What follows belongs to an exercise in optimizing a design on an open flow for small area, a short achievable clock period and few clock cycles per item; a production flow would make more cautious choices. Function was checked by simulation only, so behaviour that the tests miss may differ from the original. No driver is modelled on the clock port, so clocking that relies on it looks cheaper here than on a real chip.

// aesDecryptTop
module aesDecryptTop
(
    input  logic   clk,
    input  logic   rstN,
    input  logic   inValid,
    input  logic [128-1:0]  cipherText,
    input  logic [1408-1:0] expandedKey,
    output logic   outValid,
    output logic [128-1:0]  plainText
);
    logic     busy;
    logic     busyN;
    logic     stateFlip;
    logic [128-1:0]    roundKey;
    logic [128-1:0]    roundState;
    logic [128-1:0]    nextState;
    aesDecryptCtrl aesDecryptCtrl_i
    (
        .clk        (clk),
        .rstN       (rstN),
        .inValid    (inValid),
        .cipherText (cipherText),
        .whitenKey  ({expandedKey[32*40 +: 32], expandedKey[32*41 +: 32],
                      expandedKey[32*42 +: 32], expandedKey[32*43 +: 32]}),
        .nextState  (nextState),
        .busy       (busy),
        .busyN      (busyN),
        .roundState (roundState),
        .stateFlip  (stateFlip),
        .outValid   (outValid)
    );
    roundKeyStore roundKeyStore_i
    (
        .clk         (clk),
        .busy        (busy),
  ...
For scale: about 1400 flip-flops, roughly 1700 I/O pins.
Settings: LEC_CHECK=0, CAP_MARGIN=20, CORE_AREA=4 4 446 446, DIE_AREA=0 0 450 450, SLEW_MARGIN=20; clock period 21.0 ns.
standard.sh (not shown) runs the stock make flow with config.mk's settings and CLKGATE_MAP_FILE= SYNTH_SCRIPT=/design/flow/synth_recipe.tcl, a recipe that flattens the netlist after the stock synthesis.
==> flow/flow/run.sh <==
#!/bin/bash
# The standard layout (standard.sh), with:
#  - synthesis by synth_recipe.tcl, but ABC mapping with an area-oriented script
#    (abc -script replaced; flip-flops are mapped before ABC, so unchanged);
#  - buf_1 port buffers, pins one track apart;
#  - timing repair aiming below the 21 ns period (SETUP_SLACK_MARGIN);
#  - a clock tree of clkbuf_4/clkbuf_8 without dummy loads.
set -uo pipefail
W=$PWD
MARGIN=${MARGIN:-15.5}
cp flow/map.abc $W/map.abc
cat > $W/my_synth.tcl <<EOT
proc abc {args} {
  set i [lsearch -exact \$args -script]
  if {\$i >= 0} { lset args [expr {\$i+1}] $W/map.abc }
  yosys abc {*}\$args
}
source $W/synth_recipe.tcl
EOT
bash standard.sh \
    SYNTH_SCRIPT=$W/my_synth.tcl \
    BUFFER_PORTS_ARGS="-buffer_cell sky130_fd_sc_hd__buf_1" \
    PLACE_PINS_ARGS="-min_distance 1 -min_distance_in_tracks" \
    SETUP_SLACK_MARGIN=$MARGIN \
    CTS_ARGS="-sink_clustering_enable -repair_clock_nets -dont_use_dummy_load -buf_list {sky130_fd_sc_hd__clkbuf_4 sky130_fd_sc_hd__clkbuf_8}" \
    finish > standard_flow.log 2>&1
==> flow/flow/map.abc <==
&get -n; &st; &dch; &nf -R 1000; &put
Testbench counts at the start, summed over its fixed seeds: cycles 5,640, items 512.
==> next run, changes <==
--- a/flow/flow/run.sh
+++ b/flow/flow/run.sh
@@ -7 +7 @@
-#  - a clock tree of clkbuf_4/clkbuf_8 without dummy loads.
+#  - a clock tree of small clock buffers without dummy loads.
@@ -10 +10,4 @@
-MARGIN=${MARGIN:-15.5}
+MARGIN="15.0"
+CTSBUF="sky130_fd_sc_hd__clkbuf_4 sky130_fd_sc_hd__clkbuf_8"
+CTSEXTRA=""
+EXTRA=""
@@ -25 +28,2 @@
-    CTS_ARGS="-sink_clustering_enable -repair_clock_nets -dont_use_dummy_load -buf_list {sky130_fd_sc_hd__clkbuf_4 sky130_fd_sc_hd__clkbuf_8}" \
+    CTS_ARGS="-sink_clustering_enable -repair_clock_nets -dont_use_dummy_load -buf_list {$CTSBUF} $CTSEXTRA" \
+    $EXTRA \
With this change the flow finished with antenna violations left.
Area after synthesis is unchanged.
Via count fell by about 5%.
Worst setup slack got worse by 200 ps.
Critical path depth stays the same.
==> next run, changes <==
--- a/flow/flow/run.sh
+++ b/flow/flow/run.sh
@@ -10,3 +10,3 @@
-MARGIN="15.0"
-CTSBUF="sky130_fd_sc_hd__clkbuf_4 sky130_fd_sc_hd__clkbuf_8"
-CTSEXTRA=""
+MARGIN="15.5"
+CTSBUF="sky130_fd_sc_hd__clkbuf_16"
+CTSEXTRA="-sink_clustering_size 30 -sink_clustering_max_diameter 100"
Effect: The changed run finished with timing, DRC and antenna clean; die area is unchanged; design area grows by a few percent.

== v25 ==
Another version of the RTL of aesDecryptTop (not shown whole).
For scale: ~6100 cells after synthesis, ~1400 flip-flops, about 1700 I/O pins, ~63000 um2 of cells after synthesis.
clock: 21.0 ns
lec_check: 0
cap_margin: 20
core_area: 4 4 376 376
detailed_route_end_iteration: 24
die_area: 0 0 380 380
slew_margin: 20
==> flow/flow/run.sh <==
#!/bin/bash
# The standard layout (standard.sh), with:
#  - synthesis by synth_recipe.tcl, but ABC mapping with an area-oriented script
#    (abc -script replaced; flip-flops are mapped before ABC, so unchanged),
#    without the three-input XOR cells;
#  - buf_1 port buffers, pins one track apart;
#  - timing repair aiming below the 21 ns period (SETUP_SLACK_MARGIN);
#  - a clock tree of clkbuf_16 without dummy loads, and without a wider
#    spacing rule on its root net (which clashed with neighbouring pins);
#  - the state flip-flops and output buffers one size up before the clock
#    tree (flow/pre_cts.tcl);
#  - if the routed layout has antenna or routing violations, placement and
#    routing are redone once or twice with a slightly different placement
#    density.
# Each run of standard.sh logs to standard_flow_N.log; ORFS keeps each step's
# log under orfs/logs/.
set -uo pipefail
W=$PWD
MARGIN="15.3"
CTSBUF="sky130_fd_sc_hd__clkbuf_16"
CTSEXTRA="-sink_clustering_size 20 -sink_clustering_max_diameter 100"
DENSITY="0.50"
EXTRA="GPL_ROUTABILITY_DRIVEN=0"
cp flow/map.abc $W/map.abc
cat > $W/my_synth.tcl <<EOT
proc abc {args} {
  set i [lsearch -exact \$args -script]
  if {\$i >= 0} { lset args [expr {\$i+1}] $W/map.abc }
  foreach c {xor3_1 xor3_2 xor3_4 xnor3_1 xnor3_2 xnor3_4} { lappend args -dont_use sky130_fd_sc_hd__\$c }
  yosys abc {*}\$args
}
source $W/synth_recipe.tcl
EOT
run_flow() {
  bash standard.sh \
    SYNTH_SCRIPT=$W/my_synth.tcl \
    BUFFER_PORTS_ARGS="-buffer_cell sky130_fd_sc_hd__buf_1" \
    PLACE_PINS_ARGS="-min_distance 1 -min_distance_in_tracks" \
    SETUP_SLACK_MARGIN=$MARGIN \
    PRE_CTS_TCL=$W/flow/pre_cts.tcl \
    CTS_ARGS="-sink_clustering_enable -repair_clock_nets -dont_use_dummy_load -apply_ndr none -buf_list {$CTSBUF} $CTSEXTRA" \
    $EXTRA "$@"
}
# a layout is retried if it is missing, has antenna violations or the
# detailed router left violations.
layout_ok() {
  local odb=$W/orfs/results/sky130hd/aesDecryptTop/base/6_final.odb
  local drc=$W/orfs/reports/sky130hd/aesDecryptTop/base/5_route_drc.rpt
  [[ -f $odb ]] || { echo "no final layout"; return; }
  [[ -s $drc ]] && { echo "routing violations"; return; }
  printf 'read_db %s\nputs "ANTENNAS [check_antennas]"\n' "$odb" > $W/antennas.tcl
  openroad -no_init -exit $W/antennas.tcl > $W/antennas_check.log 2>&1
  local n=$(grep -o 'ANTENNAS [0-9]*' $W/antennas_check.log | awk '{print $2}' | tail -1)
  [[ "$n" == "0" ]] && { echo ok; return; }
  echo "antenna violations: ${n:-unknown}"
}
run_flow PLACE_DENSITY=$DENSITY finish > standard_flow_0.log 2>&1
for try in 1 2; do
  st=$(layout_ok)
  echo "layout check after try $((try-1)): $st" >> flow_retries.log
  [[ "$st" == "ok" ]] && break
  bash standard.sh clean_place clean_cts clean_route clean_finish > standard_clean_$try.log 2>&1
  d=$(python3 -c "print(f'{$DENSITY + 0.01*$try:.2f}')")
  run_flow PLACE_DENSITY=$d finish > standard_flow_$try.log 2>&1
done
==> flow/flow/map.abc <==
&get -n; &st; &dch; &nf -R 20; &put
Other scripts of this flow, unchanged in this note and not shown: flow/flow/pre_cts.tcl
Testbench counts of v25, summed over its fixed seeds: cycles 5,640, items 512.
Relative to v25, the following input files were edited for v34:
diff --git a/flow/flow/run.sh b/flow/flow/run.sh
--- a/flow/flow/run.sh
+++ b/flow/flow/run.sh
@@ -21,5 +21,5 @@
 CTSEXTRA="-sink_clustering_size 20 -sink_clustering_max_diameter 100"
 DENSITY="0.50"
-EXTRA="GPL_ROUTABILITY_DRIVEN=0"
+EXTRA="GPL_ROUTABILITY_DRIVEN=0 RECOVER_POWER=100"
 cp flow/map.abc $W/map.abc
 cat > $W/my_synth.tcl <<EOT
### Flow results
v34 -> stages 100% | layout checks FAIL | capacitance limit, slew limit
v25 went all the way through the flow, and no timing, DRC or antenna check failed.
v34 vs v25, start-to-end type of the worst setup path: flop to flop vs flop to output port
Final worst-path cycle share up 28 points in v34 wrt v25
v25 and v34 ended up with roughly the same worst hold margin.
When v34 is set beside v25, its post-layout minimum cycle time turns out to be 5.80 ns larger.
The total number of vias was comparable across v34 and v25.
Modified inputs, v53 compared to v34
diff --git a/flow/flow/run.sh b/flow/flow/run.sh
--- a/flow/flow/run.sh
+++ b/flow/flow/run.sh
@@ -21,5 +21,5 @@
 CTSEXTRA="-sink_clustering_size 20 -sink_clustering_max_diameter 100"
 DENSITY="0.50"
-EXTRA="GPL_ROUTABILITY_DRIVEN=0 RECOVER_POWER=100"
+EXTRA="GPL_ROUTABILITY_DRIVEN=0"
 cp flow/map.abc $W/map.abc
 cat > $W/my_synth.tcl <<EOT
==> flow/flow/map.abc <==
&get -n; &st; &dch; &nf -R 1000; &put
--- outcome ---
The sole clean run among v34 and v53 is v53.
[v53 vs v34] met3 track demand over resource: lower in v53
v53 against v34: number of vias in the routed layout decreased 0.49%.
Looking at v34 and v53, the count of placed standard cells including taps is a wash.
Per the comparison of v53 with v34, routed metal-1 wire length fell 2.6%; floorplan row count was more or less identical.
After synthesis and placement, the instance count of v53 is above that of v34.
Post-CTS setup buffer count: v34 and v53 compared, higher one is v34
Routed wire length: lower on v53
Between v34 and v53, the first-pass GRT wire length is lower for v53.
Changes in v21 relative to v53:
diff --git a/flow/flow/run.sh b/flow/flow/run.sh
--- a/flow/flow/run.sh
+++ b/flow/flow/run.sh
@@ -17,5 +17,5 @@
 set -uo pipefail
 W=$PWD
-MARGIN="15.3"
+MARGIN="15.2"
 CTSBUF="sky130_fd_sc_hd__clkbuf_16"
 CTSEXTRA="-sink_clustering_size 20 -sink_clustering_max_diameter 100"
==> flow/flow/map.abc <==
&get -n; &st; &dch; &nf -R 20; &put
- On share of cell area taken by muxes after synthesis, v21 tracks v53 almost exactly.
- v21 against v53; clock-buffer cell count is up by a few percent.
- Compared with v53, v21 degrades global-route wire length before repair.
- v53 and v21 ended up with nearly the same multi-input combinational area share.
- On routed wire length, v21 does worse than v53.

==> what the ideal ports hide <==
The results above use ideal ports. As a check the final layouts listed here were re-extracted and re-timed, cells and wires unchanged. Step 1 (the two cells are an assumption about what drives the block):
set clk [get_ports {clk}]
set_driving_cell -lib_cell sky130_fd_sc_hd__clkbuf_16 $clk
set_driving_cell -lib_cell sky130_fd_sc_hd__buf_2 [delete_from_list [all_inputs] $clk]
Step 2 adds t to the input delays and takes it off the output delays; t is the mean of the earliest and latest rising clock arrival at the registers after step 1. Input paths then give back, and output paths get back, about the clock's delay inside the block. Slacks: no drivers / after step 1 / after step 2; pairs: no drivers / after step 1.
run	t, ns	slack for setup (ns)	hold WS [ns]	clock arrival spread, ns	worst slew at a driven data input, ns
the first run of note 1	1.033	15.236 / 15.150 / 14.545	0.351 / 0.351 / 0.351	0.180 / 0.180	0.22
the second run of note 1	1.034	15.040 / 14.947 / 14.548	0.341 / 0.341 / 0.341	0.192 / 0.192	0.23
the third run of note 1	0.771	15.357 / 15.276 / 14.714	0.351 / 0.351 / 0.351	0.142 / 0.143	0.24
v25	0.789	15.323 / 15.233 / 14.671	0.393 / 0.393 / 0.393	0.077 / 0.078	0.18
v34	0.788	9.522 / 9.522 / 9.522	0.395 / 0.395 / 0.395	0.080 / 0.080	0.18
v53	0.769	15.335 / 15.254 / 14.811	0.370 / 0.370 / 0.370	0.092 / 0.092	0.21
v21	0.786	15.287 / 15.201 / 14.718	0.389 / 0.389 / 0.389	0.074 / 0.074	0.17
For the first run of note 1, which loses most, drivers alone change the setup slack by -0.086 ns; drivers and shift together by -0.691 ns.
